From an optimization exercise on the open Yosys and OpenROAD flow, aimed at small area, a short achievable clock period and few clock cycles; shortcuts taken in it are not production practice.
Function was checked by simulation only, so behaviour that the tests miss may differ from the original.
No activity file was given, so power comes from the tool's default toggle rates.

Design move_unmaker, start of the top module:
module move_unmaker #(
  parameter int DEPTH = 64,
  parameter int PW    = $clog2(DEPTH) + 1
) (
  input  logic          clk_in,
  input  logic          rst_in,
  input  logic          push_valid_in,
  input  logic [14:0]   push_move_in,
  input  logic [430:0]  push_board_in,
  output logic          push_ready_out,
  input  logic          undo_valid_in,
  input  logic [430:0]  board_in,
  output logic          undo_ready_out,
  output logic [430:0]  board_out,
  output logic          valid_out,
  output logic [PW-1:0] depth_out,
  output logic          error_out
);
  localparam int AW = $clog2(DEPTH);
  localparam int NUM_BB = 5;
  localparam int RW = 36;
  localparam logic [2:0] SPECIAL_UNKNOWN    = 3'd0;
  localparam logic [2:0] SPECIAL_CASTLE     = 3'd2;
  localparam logic [2:0] SPECIAL_EN_PASSANT = 3'd3;
  localparam logic [2:0] CAP_K    = 3'd5;
  localparam logic [2:0] CAP_NONE = 3'd7;
  function automatic [7:0] dec3(input [2:0] x);
    dec3 = 8'd1 << x;
  endfunction
  function automatic [31:0] sq_dec(input [11:0] x);
    sq_dec = {dec3(x[11:9]), dec3(x[8:6]), dec3(x[5:3]), dec3(x[2:0])};
  endfunction
  logic [PW-1:0] r_depth;
  logic [RW-1:0] r_mem [0:DEPTH-3];
  logic [RW-1:0] r_sec;
  logic [7:0]    t_sr, t_sf, t_dr, t_df;
  logic [5:0]    t_src, t_dst;
  logic [5:0]    t_cap;
  logic          t_ep, t_dir, t_promo, t_cm;
  logic [18:0]   t_keep;
  logic [430:0]  r_board_out;
  logic          r_valid, r_error;
  logic          w_push_ready, w_undo_ready, w_push_acc, w_undo_acc, w_reject;
  logic [AW-1:0] r_wr_ptr, r_rd_ptr;
  logic          r_full, r_empty;
  assign w_push_ready = !rst_in && !r_full;
  assign w_undo_ready = !rst_in && !r_empty && !push_valid_in;
  assign w_push_acc   = push_valid_in && w_push_ready;
  assign w_undo_acc   = undo_valid_in && w_undo_ready;
  assign w_reject     = !rst_in && ((push_valid_in && r_full) ||
                        (undo_valid_in && r_empty && !push_valid_in));
  logic [63:0]       p_bb [0:NUM_BB-1];
  logic [NUM_BB-1:0] p_at;
  logic [5:0]        p_k0, p_k1, p_src, p_dst;
  logic [2:0]        p_special;
  logic [2:0]        p_dx;
  logic [5:0]        p_cap;
  logic              p_src_pawn, p_src_king, p_dst_king, p_ep, p_castle_mv, p_seen;
  always_comb begin
  ...
Settings: LEC_CHECK=0, CAP_MARGIN=40, CORE_MARGIN=2, CORE_UTILIZATION=40, CTS_BUF_LIST=sky130_fd_sc_hd__clkbuf_16, CTS_CLUSTER_DIAMETER=80, CTS_CLUSTER_SIZE=25, SETUP_SLACK_MARGIN=3.8, SLEW_MARGIN=50; clock period 7.0 ns.
standard.sh (not shown) runs the stock make flow with config.mk's settings and CLKGATE_MAP_FILE= SYNTH_SCRIPT=/design/flow/synth_recipe.tcl, a recipe that flattens the netlist after the stock synthesis.
==> flow/flow/run.sh <==
#!/bin/bash
# Standard layout, except that buffer_ports is told to use plain buf_1
# buffers on the ports instead of the delay cells it picks by itself.
set -euo pipefail
here=$(pwd)
bash standard.sh synth > "$here/make_synth.log" 2>&1
export BUFFER_PORTS_ARGS="-buffer_cell sky130_fd_sc_hd__buf_1"
bash standard.sh > "$here/make_layout.log" 2>&1
The baseline completed with no timing, DRC or antenna violations.
Testbench counts at the start, summed over its fixed seeds: cycles 24,001.
Next try:
--- a/flow/design.v
+++ b/flow/design.v
@@ -34,26 +34,29 @@
   logic [RW-1:0] r_mem [0:DEPTH-3];
   logic [RW-1:0] r_sec;
   logic [7:0]    t_sr, t_sf, t_dr, t_df;
   logic [5:0]    t_src, t_dst;
   logic [5:0]    t_cap;
   logic          t_ep, t_dir, t_promo, t_cm;
   logic [18:0]   t_keep;
   logic [430:0]  r_board_out;
   logic          r_valid, r_error;
   logic          w_push_ready, w_undo_ready, w_push_acc, w_undo_acc, w_reject;
+  logic          w_push_ld, w_undo_ld;
   logic [AW-1:0] r_wr_ptr, r_rd_ptr;
   logic          r_full, r_empty;
   assign w_push_ready = !rst_in && !r_full;
   assign w_undo_ready = !rst_in && !r_empty && !push_valid_in;
   assign w_push_acc   = push_valid_in && w_push_ready;
   assign w_undo_acc   = undo_valid_in && w_undo_ready;
+  assign w_push_ld    = push_valid_in && !r_full;
+  assign w_undo_ld    = undo_valid_in && !r_empty && !push_valid_in;
   assign w_reject     = !rst_in && ((push_valid_in && r_full) ||
                         (undo_valid_in && r_empty && !push_valid_in));
   logic [63:0]       p_bb [0:NUM_BB-1];
   logic [NUM_BB-1:0] p_at;
   logic [5:0]        p_k0, p_k1, p_src, p_dst;
   logic [2:0]        p_special;
   logic [2:0]        p_dx;
   logic [5:0]        p_cap;
   logic              p_src_pawn, p_src_king, p_dst_king, p_ep, p_castle_mv, p_seen;
   always_comb begin
@@ -177,44 +180,44 @@
       if (t_cap[i]) t_kind = 3'(i);
     if (t_ep)         t_code = {2'b11, 1'b0, t_dir, t_cm};
     else if (t_promo) t_code = {2'b10, t_kind};
     else              t_code = {1'b0, t_cm, t_kind};
     t_rec = {t_src, t_dst, t_code, t_keep};
     m_code = r_sec[23:19];
     m_kind = m_code[2:0];
     m_ep   = &m_code[4:3];
   end
   always_ff @(posedge clk_in) begin
-    if (w_push_acc) begin
+    if (w_push_ld) begin
       {t_sr, t_sf, t_dr, t_df} <= sq_dec({p_src, p_dst});
       t_src   <= p_src;
       t_dst   <= p_dst;
       t_cap   <= p_cap;
       t_ep    <= p_ep;
       t_dir   <= push_board_in[1];
       t_promo <= p_special[2];
       t_cm    <= p_castle_mv;
       t_keep  <= {push_board_in[34:31], push_board_in[30:24], push_board_in[23:17],
                   push_board_in[0]};
-    end else if (w_undo_acc) begin
+    end else if (w_undo_ld) begin
       {t_sr, t_sf, t_dr, t_df} <= sq_dec(r_sec[35:24]);
       t_src   <= r_sec[35:30];
       t_dst   <= r_sec[29:24];
       for (int i = 0; i < 6; i++) t_cap[i] <= !m_ep && (m_kind == 3'(i));
       t_ep    <= m_ep;
       t_dir   <= m_code[1];
       t_promo <= (m_code[4:3] == 2'b10);
       t_cm    <= m_ep ? m_code[0] : (m_code[4:3] == 2'b01);
       t_keep  <= r_sec[18:0];
     end
-    if (w_push_acc)      r_sec <= t_rec;
-    else if (w_undo_acc) r_sec <= w_rd_data;
+    if (w_push_ld)      r_sec <= t_rec;
+    else if (w_undo_ld) r_sec <= w_rd_data;
     for (int k = 0; k < DEPTH-2; k++)
       if (r_wr_ptr == AW'(k)) r_mem[k] <= r_sec;
   end
   assign push_ready_out = w_push_ready;
   assign undo_ready_out = w_undo_ready;
   assign board_out      = r_board_out;
   assign valid_out      = r_valid;
   assign depth_out      = r_depth;
   assign error_out      = r_error;
 endmodule
What happened:
- final cell count is higher by a few percent
- first-iteration DRC count grows slightly
- via count rose by a few percent
- utilization rises by 0.78 points
- worst setup slack is worse by 0.057 ns
- power climbs by a little under a tenth
- design area rose slightly
- register-to-register slack loses 0.03 ns
- clock power stays flat
- count of clock-buffer cells in the layout falls by 4
- die area increases slightly
- wire length increases by a few percent
- fmax shrinks slightly
Testbench counts after the change, summed over its fixed seeds: cycles 24,001.


north:
move_unmaker again, from the RTL that the note above started with.
==> flow/config.mk <==
export PLATFORM = sky130hd
export DESIGN_NAME = move_unmaker
export DESIGN_NICKNAME = move_unmaker
export VERILOG_FILES = /design/flow/design.v
export SDC_FILE = /design/flow/constraint.sdc
export NUM_CORES = 4
export LEC_CHECK = 0
export CAP_MARGIN = 20
export CORE_MARGIN = 2
export CORE_UTILIZATION = 40
export CTS_BUF_LIST = sky130_fd_sc_hd__clkbuf_16
export CTS_CLUSTER_DIAMETER = 80
export CTS_CLUSTER_SIZE = 25
export SETUP_SLACK_MARGIN = 3.8
export SLEW_MARGIN = 20
==> flow/constraint.sdc <==
create_clock -name core_clock -period 7.0 [get_ports {clk_in}]
set_input_delay 1.4000 -clock core_clock [delete_from_list [all_inputs] [get_ports {clk_in}]]
set_output_delay 1.4000 -clock core_clock [all_outputs]
set_load 0.01 [all_outputs]
Scripts as last shown in full above: flow/flow/run.sh
Testbench counts of north, summed over its fixed seeds: cycles 24,001.
The inputs of south differ from those of north as listed below.
--- a/flow/design.v
+++ b/flow/design.v
@@ -33,28 +33,31 @@
   logic [PW-1:0] r_depth;
   logic [RW-1:0] r_mem [0:DEPTH-3];
   logic [RW-1:0] r_sec;
   logic [7:0]    t_sr, t_sf, t_dr, t_df;
   logic [5:0]    t_src, t_dst;
   logic [5:0]    t_cap;
   logic          t_ep, t_dir, t_promo, t_cm;
   logic [18:0]   t_keep;
   logic [430:0]  r_board_out;
   logic          r_valid, r_error;
   logic          w_push_ready, w_undo_ready, w_push_acc, w_undo_acc, w_reject;
+  logic          w_push_ld, w_undo_ld;
   logic [AW-1:0] r_wr_ptr, r_rd_ptr;
   logic          r_full, r_empty;
   assign w_push_ready = !rst_in && !r_full;
   assign w_undo_ready = !rst_in && !r_empty && !push_valid_in;
   assign w_push_acc   = push_valid_in && w_push_ready;
   assign w_undo_acc   = undo_valid_in && w_undo_ready;
+  assign w_push_ld    = push_valid_in && !r_full;
+  assign w_undo_ld    = undo_valid_in && !r_empty && !push_valid_in;
   assign w_reject     = !rst_in && ((push_valid_in && r_full) ||
                         (undo_valid_in && r_empty && !push_valid_in));
   logic [63:0]       p_bb [0:NUM_BB-1];
   logic [NUM_BB-1:0] p_at;
   logic [5:0]        p_k0, p_k1, p_src, p_dst;
   logic [2:0]        p_special;
   logic [2:0]        p_dx;
   logic [5:0]        p_cap;
   logic              p_src_pawn, p_src_king, p_dst_king, p_ep, p_castle_mv, p_seen;
   always_comb begin
     for (int i = 0; i < NUM_BB; i++) p_bb[i] = push_board_in[111 + 64*i +: 64];
@@ -176,45 +179,45 @@
     for (int i = 5; i >= 0; i--)
       if (t_cap[i]) t_kind = 3'(i);
     if (t_ep)         t_code = {2'b11, 1'b0, t_dir, t_cm};
     else if (t_promo) t_code = {2'b10, t_kind};
     else              t_code = {1'b0, t_cm, t_kind};
     t_rec = {t_src, t_dst, t_code, t_keep};
     m_code = r_sec[23:19];
     m_kind = m_code[2:0];
     m_ep   = &m_code[4:3];
   end
   always_ff @(posedge clk_in) begin
-    if (w_push_acc) begin
+    if (w_push_ld) begin
       {t_sr, t_sf, t_dr, t_df} <= sq_dec({p_src, p_dst});
       t_src   <= p_src;
       t_dst   <= p_dst;
       t_cap   <= p_cap;
       t_ep    <= p_ep;
       t_dir   <= push_board_in[1];
       t_promo <= p_special[2];
       t_cm    <= p_castle_mv;
       t_keep  <= {push_board_in[34:31], push_board_in[30:24], push_board_in[23:17],
                   push_board_in[0]};
-    end else if (w_undo_acc) begin
+    end else if (w_undo_ld) begin
       {t_sr, t_sf, t_dr, t_df} <= sq_dec(r_sec[35:24]);
       t_src   <= r_sec[35:30];
       t_dst   <= r_sec[29:24];
       for (int i = 0; i < 6; i++) t_cap[i] <= !m_ep && (m_kind == 3'(i));
       t_ep    <= m_ep;
       t_dir   <= m_code[1];
       t_promo <= (m_code[4:3] == 2'b10);
       t_cm    <= m_ep ? m_code[0] : (m_code[4:3] == 2'b01);
       t_keep  <= r_sec[18:0];
     end
-    if (w_push_acc)      r_sec <= t_rec;
-    else if (w_undo_acc) r_sec <= w_rd_data;
+    if (w_push_ld)      r_sec <= t_rec;
+    else if (w_undo_ld) r_sec <= w_rd_data;
     for (int k = 0; k < DEPTH-2; k++)
       if (r_wr_ptr == AW'(k)) r_mem[k] <= r_sec;
   end
   assign push_ready_out = w_push_ready;
   assign undo_ready_out = w_undo_ready;
   assign board_out      = r_board_out;
   assign valid_out      = r_valid;
   assign depth_out      = r_depth;
   assign error_out      = r_error;
 endmodule
### Flow results
Result for south and north: all clean. A worst setup path startpoint of board_in[268] is what north shows, while t_df[0] belongs to south. Count of buffers added by post-CTS timing repair for setup of south exceeds that of north by more than a quarter. Fmax for south: 3.2% down relative to north. Looking only at combined area of the multi-input logic cells, and setting everything else aside, the higher value of south and north goes to south. On clock distribution power, south and north are basically level. Overall power consumption (higher): south. Area after synthesis (south over north): increase, about 0.4%. Final cell utilization of the core for south: 1.1 points up relative to north. The global-route usage of south exceeds that of north by 1.0 points. In the metrics for south and north, the one carrying the lower setup slack is south. Looking at critical path depth, south sits 2 higher than north does. On part of the power in the clock network: between south and north, it ends up lower for south. south vs north: sequential power up by a few percent. On finished layout cell area, north beats south.
Testbench counts of south, summed over its fixed seeds: cycles 24,001.

==> static timing again, ports no longer ideal <==
Ports are ideal in the flow. The routed layouts listed here were re-timed in OpenROAD. Step 1: set_driving_cell puts a clkbuf_16 on clk_in and a buf_2 on each other input, an assumption about the parent block. Step 2 adds t to the input delays and takes it off the output delays; t is the mean of the earliest and latest rising clock arrival at the registers after step 1. Input paths then give back, and output paths get back, about the clock's delay inside the block. Slacks: ideal / step 1 / step 2; pairs: ideal / step 1.
run	t, ns	slack for setup (ns)	worst data-port slew with drivers (ns)
the first run of note 1	0.966	3.635 / 3.594 / 2.677	0.50
the second run of note 1	0.966	3.578 / 3.597 / 2.632	0.44
north	0.988	3.430 / 3.484 / 2.524	0.48
south	0.955	3.313 / 3.313 / 2.448	0.41
After both steps setup and hold are still met in every run listed. The setup slack of the first run of note 1, which loses most, moves by -0.041 ns with the drivers and by -0.958 ns with both steps.
